This is an optimization exercise on Yosys and OpenROAD, whose aim is a short achievable clock period and few clock cycles, not a production implementation. Function was checked by simulation only, so behaviour that the tests miss may differ from the original. Power and IR drop assume default switching activity.

==> flow/design.v (excerpt) <==
module icache_top
(
	input  logic  clk,
	input  logic  rst_n,
	input  logic [31:0] i_pc,
	input  logic  i_l2_rvalid,
	input  logic [31:0] i_l2_rdata,
	output logic [31:0] o_code,
	output logic  o_code_valid,
	output logic  o_miss,
	output logic  o_l2_req,
	output logic [31:0] o_l2_addr
);
	localparam int W = 4;    
	localparam int N = 16;   
	logic [25:0]  tag    [W];
	logic [W-1:0] tvalid;
	logic [W-1:0] victim;
	logic [N-1:0] wvalid [W];
	logic [W-1:0] act;
	logic [3:0]   nxt    [W];
	logic [3:0]   rem    [W];
	logic [31:0]  mem    [W][N];
	logic [1:0]   cnt;
	logic [W-1:0][N-1:0] q_oh0, q_oh1;
	logic [W-1:0] q_w0, q_w1;
	logic [31:2]  ptag;
	logic [W-1:0] alloc_q;
	logic         sel_pc;
	logic         req_q;
	logic [W-1:0] req_w;      
	logic [N-1:0] req_i;      
	logic [31:0]  req_addr;
	logic [W-1:0] dem;
	logic         dlv_q;
	logic [3:0]   pidx;
	logic [N-1:0] pdec;
	logic [W-1:0] match;
	logic [W-1:0] ready;
	logic [W-1:0] arrive;
	logic [W-1:0] full;       
	logic [W-1:0] tfull;      
	logic         nslow_q;    
  ...
export LEC_CHECK = 0
export CAP_MARGIN = 20
export CORE_MARGIN = 2
export CORE_UTILIZATION = 40
export SETUP_SLACK_MARGIN = 2.5
export SLEW_MARGIN = 20
export SYNTH_HIERARCHICAL = 1
create_clock -name core_clock -period 5.5 [get_ports {clk}]
run.sh (not shown) runs the stock make flow with config.mk's settings and CLKGATE_MAP_FILE= SYNTH_SCRIPT=/design/flow/synth_recipe.tcl, a recipe that flattens the netlist after the stock synthesis.
Testbench counts at the start, summed over its fixed seeds: cycles 73,500.
Change:
--- a/flow/design.v
+++ b/flow/design.v
@@ -103,15 +103,15 @@
 	end
 endmodule
 module icache_slice
 (
 	input  logic [25:0] i_blk,
 	input  logic [25:0] i_tag,
 	input  logic        i_tvalid,
-	input  logic        i_tfull,
+	input  logic        i_full,
 	output logic [8:0]  o_n,
 	output logic        o_nfast
 );
 	logic [26:0] x;
 	logic [8:0]  n;
 	logic [2:0]  eq;
 	for (genvar j = 0; j < 26; j++)
@@ -124,19 +124,15 @@
 		icache_g_nand3 u_n (.i_a(x[3*k +: 3]), .o_y(n[k]));
 	end
 	assign o_n = n;
 	for (genvar k = 0; k < 3; k++)
 	begin : g_e
 		icache_g_nor3 u_e (.i_a(n[3*k +: 3]), .o_y(eq[k]));
 	end
-	logic nf8;
-	logic eqf;
-	icache_g_nand3 u_nf8 (.i_a({x[25:24], i_tfull}), .o_y(nf8));
-	icache_g_nor3  u_eqf (.i_a({n[7:6], nf8}), .o_y(eqf));
-	icache_g_nand3 u_nf  (.i_a({eq[1:0], eqf}), .o_y(o_nfast));
+	icache_g_nand4 u_nf (.i_a({eq, i_full}), .o_y(o_nfast));
 endmodule
 module icache_seq
 (
 	input  logic [29:0] i_pc,
 	input  logic [29:0] i_exp,
 	input  logic        i_ok,
 	output logic [10:0] o_n,
@@ -289,15 +285,14 @@
 	logic         dlv_q;
 	logic [3:0]   pidx;
 	logic [N-1:0] pdec;
 	logic [W-1:0] match;
 	logic [W-1:0] ready;
 	logic [W-1:0] arrive;
 	logic [W-1:0] full;       
-	logic [W-1:0] tfull;      
 	logic         nslow_q;    
 	logic         hit;
 	logic         deliver;
 	logic [31:0]  rd_word;
 	assign pidx = i_pc[5:2];
 	icache_pdec u_pdec (.i_a(pidx), .o_oh(pdec));
 	logic [8:0]   eqn [W];
@@ -319,15 +314,15 @@
 	for (genvar w = 0; w < W; w++)
 	begin : g_way
 		icache_slice u_way
 		(
 			.i_blk    (i_pc[31:6]),
 			.i_tag    (tag[w]),
 			.i_tvalid (tvalid[w]),
-			.i_tfull  (tfull[w]),
+			.i_full   (full[w]),
 			.o_n      (eqn[w]),
 			.o_nfast  (nfast[w])
 		);
 	end
 	icache_read_sel u_miss
 	(
 		.i_nfast  (nfast),
@@ -434,15 +429,14 @@
 			req_w  <= '0;
 			sel_pc <= 1'b0;
 			alloc_q <= '0;
 			dlv_q  <= 1'b0;
 			nslow_q <= 1'b1;
 			seq_ok  <= 1'b0;
 			full   <= '0;
-			tfull  <= '0;
 			q_oh0  <= '0;
 			q_oh1  <= '0;
 			q_w0   <= '0;
 			q_w1   <= '0;
 			for (int w = 0; w < W; w++)
 				wvalid[w] <= '0;
 		end
@@ -455,21 +449,19 @@
 			for (int w = 0; w < W; w++)
 			begin
 				if (alloc_q[w])
 				begin
 					tvalid[w] <= 1'b1;
 					wvalid[w] <= '0;
 					full[w]   <= 1'b0;
-					tfull[w]  <= 1'b0;
 				end
 				else
 				begin
 					wvalid[w] <= wvalid[w] | ({N{i_l2_rvalid}} & q_oh0[w]);
 					full[w]   <= &(wvalid[w] | ({N{i_l2_rvalid}} & q_oh0[w]));
-					tfull[w]  <= tvalid[w] && &(wvalid[w] | ({N{i_l2_rvalid}} & q_oh0[w]));
 				end
 			end
 			if (i_l2_rvalid)
 			begin
 				q_oh0 <= q_oh1;
 				q_w0  <= q_w1;
 				q_oh1 <= '0;
The new run finished clean.
Setup slack loses 9.4 ps.
Utilization barely changes.
Hold slack loses 180 ps.
First-iteration DRC count is higher by 7.7%.
Register-to-register slack hardly moves.
Count of clock-buffer cells in the layout is lower by 4.
Clock power barely changes.
Maximum frequency barely changes.
Testbench counts after the change, summed over its fixed seeds: cycles 73,500.

-- port drivers added, routing unchanged --
The results above use ideal ports. As a check the final layouts listed here were re-extracted and re-timed, cells and wires unchanged.
Step 1 sets driving cells, clkbuf_16 on the clock port and buf_2 on the other inputs (assumed; they add their load-dependent delay and slew).
Step 2, shift: input delay + t, output delay - t, t = (earliest + latest rising clock arrival at the registers) / 2. This alone moves slack from input paths to output paths.
Three values: ideal, step 1, step 2; two values: the first two.
| run | t, ns | setup WS [ns] | hold WS [ns] |
|---|---|---|---|
| the first run | 0.985 | 2.171 / 2.114 / 1.376 | 0.234 / 0.194 / 0.477 |
| the second run | 0.973 | 2.162 / 2.127 / 1.515 | 0.053 / 0.055 / 0.478 |
After both steps setup and hold are still met in every run listed. The setup slack of the first run, which loses most, moves by -0.057 ns with the drivers and by -0.795 ns with both steps.
